What follows belongs to an exercise in optimizing a design on an open flow for small area, a short achievable clock period and few clock cycles; a production flow would make more cautious choices.
Only simulation tests tie the RTL to the original design; equivalence was not proved.

// muldiv_unit_p
module muldiv_unit_p #(
    parameter int WIDTH = 32,
    parameter int K     = 2,
    parameter int R4    = 0
) (
    input  logic             clk,
    input  logic             reset,
    input  logic             start,
    input  logic [2:0]       op,
    input  logic [WIDTH-1:0] src_a,
    input  logic [WIDTH-1:0] src_b,
    input  logic             cancel,
    input  logic             wr_en,
    input  logic             wr_hi,
    input  logic [WIDTH-1:0] wr_data,
    output logic             busy,
    output logic             done,
    output logic [WIDTH-1:0] hi,
    output logic [WIDTH-1:0] lo
);
Size: ~4700 cells after synthesis, about 170 I/O pins, ~37000 um^2 of cells after synthesis.
Settings: LEC_CHECK=0, ABC_AREA=1, CAP_MARGIN=30, CORE_MARGIN=2, CORE_UTILIZATION=40, SLEW_MARGIN=30, SYNTH_HIERARCHICAL=1; clock period 13.0 ns.
standard.sh (not shown) runs the stock make flow with config.mk's settings and CLKGATE_MAP_FILE= SYNTH_SCRIPT=/design/flow/synth_recipe.tcl, a recipe that flattens the netlist after the stock synthesis.
==> flow/flow/run.sh <==
#!/bin/bash
set -euo pipefail
ARGS=$(cat flow/make_args.txt)
bash standard.sh $ARGS finish > orfs_make.log 2>&1
==> flow/flow/make_args.txt <==
SETUP_SLACK_MARGIN=7
Testbench counts at the start, summed over its fixed seeds: cycles 15,792.
Change:
==> flow/run.sh (new file) <==
#!/bin/bash
# synth_recipe.tcl (not shown) runs the flow's synth.tcl, then flattens the netlist and writes it again
# the make line also repeats each setting of config.mk as NAME=value (left out here)
make -C /OpenROAD-flow-scripts/flow DESIGN_CONFIG=/design/flow/config.mk WORK_HOME=/design/flow/orfs CLKGATE_MAP_FILE= SYNTH_SCRIPT=/design/flow/synth_recipe.tcl finish
- SETUP_SLACK_MARGIN: unset -> 5
removed: flow/flow/run.sh
removed: flow/flow/make_args.txt
removed: flow/standard.sh
The new run finished with timing, DRC and antenna clean.
Non-clock buffer count goes down by 275.
Final cell count came out lower by 4.5%.
Via count goes down by 5.7%.
Change:
==> flow/flow/run.sh (new file) <==
#!/bin/bash
set -euo pipefail
ARGS=$(cat flow/make_args.txt)
bash standard.sh $ARGS finish > orfs_make.log 2>&1
==> flow/flow/make_args.txt (new file) <==
SETUP_SLACK_MARGIN=6.5
==> flow/standard.sh (new file) <==
#!/bin/bash
# synth_recipe.tcl (not shown) runs the flow's synth.tcl, then flattens the netlist and writes it again
# the make line also repeats each setting of config.mk as NAME=value (left out here)
make -C /OpenROAD-flow-scripts/flow DESIGN_CONFIG=/design/flow/config.mk WORK_HOME=/design/flow/orfs CLKGATE_MAP_FILE= SYNTH_SCRIPT=/design/flow/synth_recipe.tcl "${@:-finish}"
- SETUP_SLACK_MARGIN: 5 -> unset
removed: flow/run.sh
Outcome: Maximum frequency rises by about 14%; final area rises by 15%; routed wire length grows by 4.9%; worst hold slack gets better by 0.0038 ns; setup slack is better by 0.97 ns.
Change:
==> flow/flow/make_args.txt (replaced) <==
SETUP_SLACK_MARGIN=6
The new run produced a clean layout.
Final cell count goes down slightly.
Flip-flop and latch count stays the same.
Worst setup slack gets worse by 0.16 ns.
Die area does not change.
Cell area came out lower by a few percent.

* * *

Another version of the RTL of muldiv_unit_p (not shown whole).
Size: roughly 4700 cells after synthesis, about 220 flip-flops, about 170 I/O pins.
clock: 13.0 ns
lec_check: 0
cap_margin: 30
core_margin: 2
core_utilization: 40
slew_margin: 30
==> flow/flow/run.sh <==
#!/bin/bash
# The standard layout, with timing repair aiming for more setup slack
# than the design's clock period needs.
set -euo pipefail
MARGIN=${MARGIN:-7}
bash standard.sh SETUP_SLACK_MARGIN=$MARGIN finish > orfs_make.log 2>&1
The baseline completed without violations.
Testbench counts at the start, summed over its fixed seeds: cycles 15,716.
Then changed:
==> flow/flow/run.sh (replaced) <==
#!/bin/bash
# The standard layout, with timing repair aiming for more setup slack
# than the design's clock period needs.
set -euo pipefail
MARGIN=${MARGIN:-9}
bash standard.sh SETUP_SLACK_MARGIN=$MARGIN finish > orfs_make.log 2>&1
Wire length went up by 2.8%.
Final cell count went up by 0.51%.
Maximum frequency went up by 1.1%.
Non-clock buffer count went up by 27.
Global-route usage went up by 1.3 points.
Hold slack got worse by 4.2 ps.
Via count went up by 0.41%.
Cell area went up by 1.3%.
Critical path depth went up by 3.
Utilization went up by 0.64 points.
Then changed:
==> flow/run.sh (new file) <==
#!/bin/bash
# synth_recipe.tcl (not shown) runs the flow's synth.tcl, then flattens the netlist and writes it again
# the make line also repeats each setting of config.mk as NAME=value (left out here)
make -C /OpenROAD-flow-scripts/flow DESIGN_CONFIG=/design/flow/config.mk WORK_HOME=/design/flow/orfs CLKGATE_MAP_FILE= SYNTH_SCRIPT=/design/flow/synth_recipe.tcl finish
CAP_MARGIN = 20   (was 30)
SLEW_MARGIN = 20   (was 30)
removed: flow/flow/run.sh
removed: flow/standard.sh
Outcome: Worst hold slack improves by 100 ps; die area stays the same; via count went down by a few percent; maximum frequency decreases by a quarter to a third.

* * *

Another version of the RTL of muldiv_unit_p (not shown whole).
Size: roughly 4700 cells after synthesis, ~37000 sq um of cells after synthesis.
// muldiv_unit_p
module muldiv_unit_p #(
    parameter int WIDTH = 32,
    parameter int K     = 2,
    parameter int R4    = 0
) (
    input  logic             clk,
    input  logic             reset,
    input  logic             start,
    input  logic [2:0]       op,
    input  logic [WIDTH-1:0] src_a,
    input  logic [WIDTH-1:0] src_b,
    input  logic             cancel,
    input  logic             wr_en,
    input  logic             wr_hi,
    input  logic [WIDTH-1:0] wr_data,
    output logic             busy,
    output logic             done,
    output logic [WIDTH-1:0] hi,
    output logic [WIDTH-1:0] lo
);
clock: 13.0 ns
lec_check: 0
abc_area: 1
cap_margin: 20
core_margin: 2
core_utilization: 40
slew_margin: 20
synth_hierarchical: 1
==> flow/flow/run.sh <==
#!/bin/bash
set -euo pipefail
ARGS=$(cat flow/make_args.txt)
bash standard.sh $ARGS finish > orfs_make.log 2>&1
==> flow/flow/make_args.txt <==
SETUP_SLACK_MARGIN=6
Testbench counts at the start, summed over its fixed seeds: cycles 15,792.
Edit:
==> flow/flow/make_args.txt (replaced) <==
SETUP_SLACK_MARGIN=6.25
Settings changed: CAP_MARGIN 20 to 30, SLEW_MARGIN 20 to 30.
Critical path depth came out higher by 4; cell count came out higher by 0.50%; fmax came out higher by 3.8%; hold slack degrades by 0.0074 ns; first-iteration DRC count came out lower by 3.5%; setup slack improves by 0.25 ns; via count came out higher by 1.3%; wire length came out lower by 1.5%; cell area came out higher by 2.4%.

==> separate check: timing with driven ports <==
No port has a modelled driver above. Below, the same layouts with a new extraction and two added sets of constraints. Step 1 assumes that a clkbuf_16 drives the clock port and a buf_2 every other input. Step 2 times the ports against the registers' clock, not the clock port: input delays grow and output delays shrink by t, the midpoint of the rising clock arrivals with the driver on. Slacks: ideal / step 1 / step 2; pairs: ideal / step 1.
run	shift t [ns]	slack for setup (ns)	worst setup path after step 2	slew at the worst register clock pin (ns)	worst slew at a driven data input, ns
the first run of note 1	0.683	6.003 / 6.050 / 5.372	input to register	0.07 / 0.07	0.07
the second run of note 1	0.672	5.140 / 5.140 / 4.657	input to register	0.07 / 0.07	0.05
the third run of note 1	0.657	6.106 / 6.112 / 5.455	input to register	0.07 / 0.07	0.06
the fourth run of note 1	0.685	5.943 / 5.955 / 5.270	input to register	0.07 / 0.07	0.06
the first run of note 2	0.692	5.405 / 5.405 / 4.898	input to register	0.07 / 0.07	0.05
the second run of note 2	0.668	5.488 / 5.488 / 5.140	input to register	0.07 / 0.07	0.07
the third run of note 2	0.673	3.078 / 3.131 / 2.457	input to register	0.08 / 0.08	0.07
the first run of note 3	0.651	6.110 / 6.116 / 5.465	input to register	0.07 / 0.07	0.06
the second run of note 3	0.655	6.359 / 6.380 / 5.740	input to register	0.07 / 0.07	0.06
After both steps setup and hold are still met in every run listed. The setup slack of the fourth run of note 1, which loses most, moves by +0.012 ns with the drivers and by -0.673 ns with both steps.
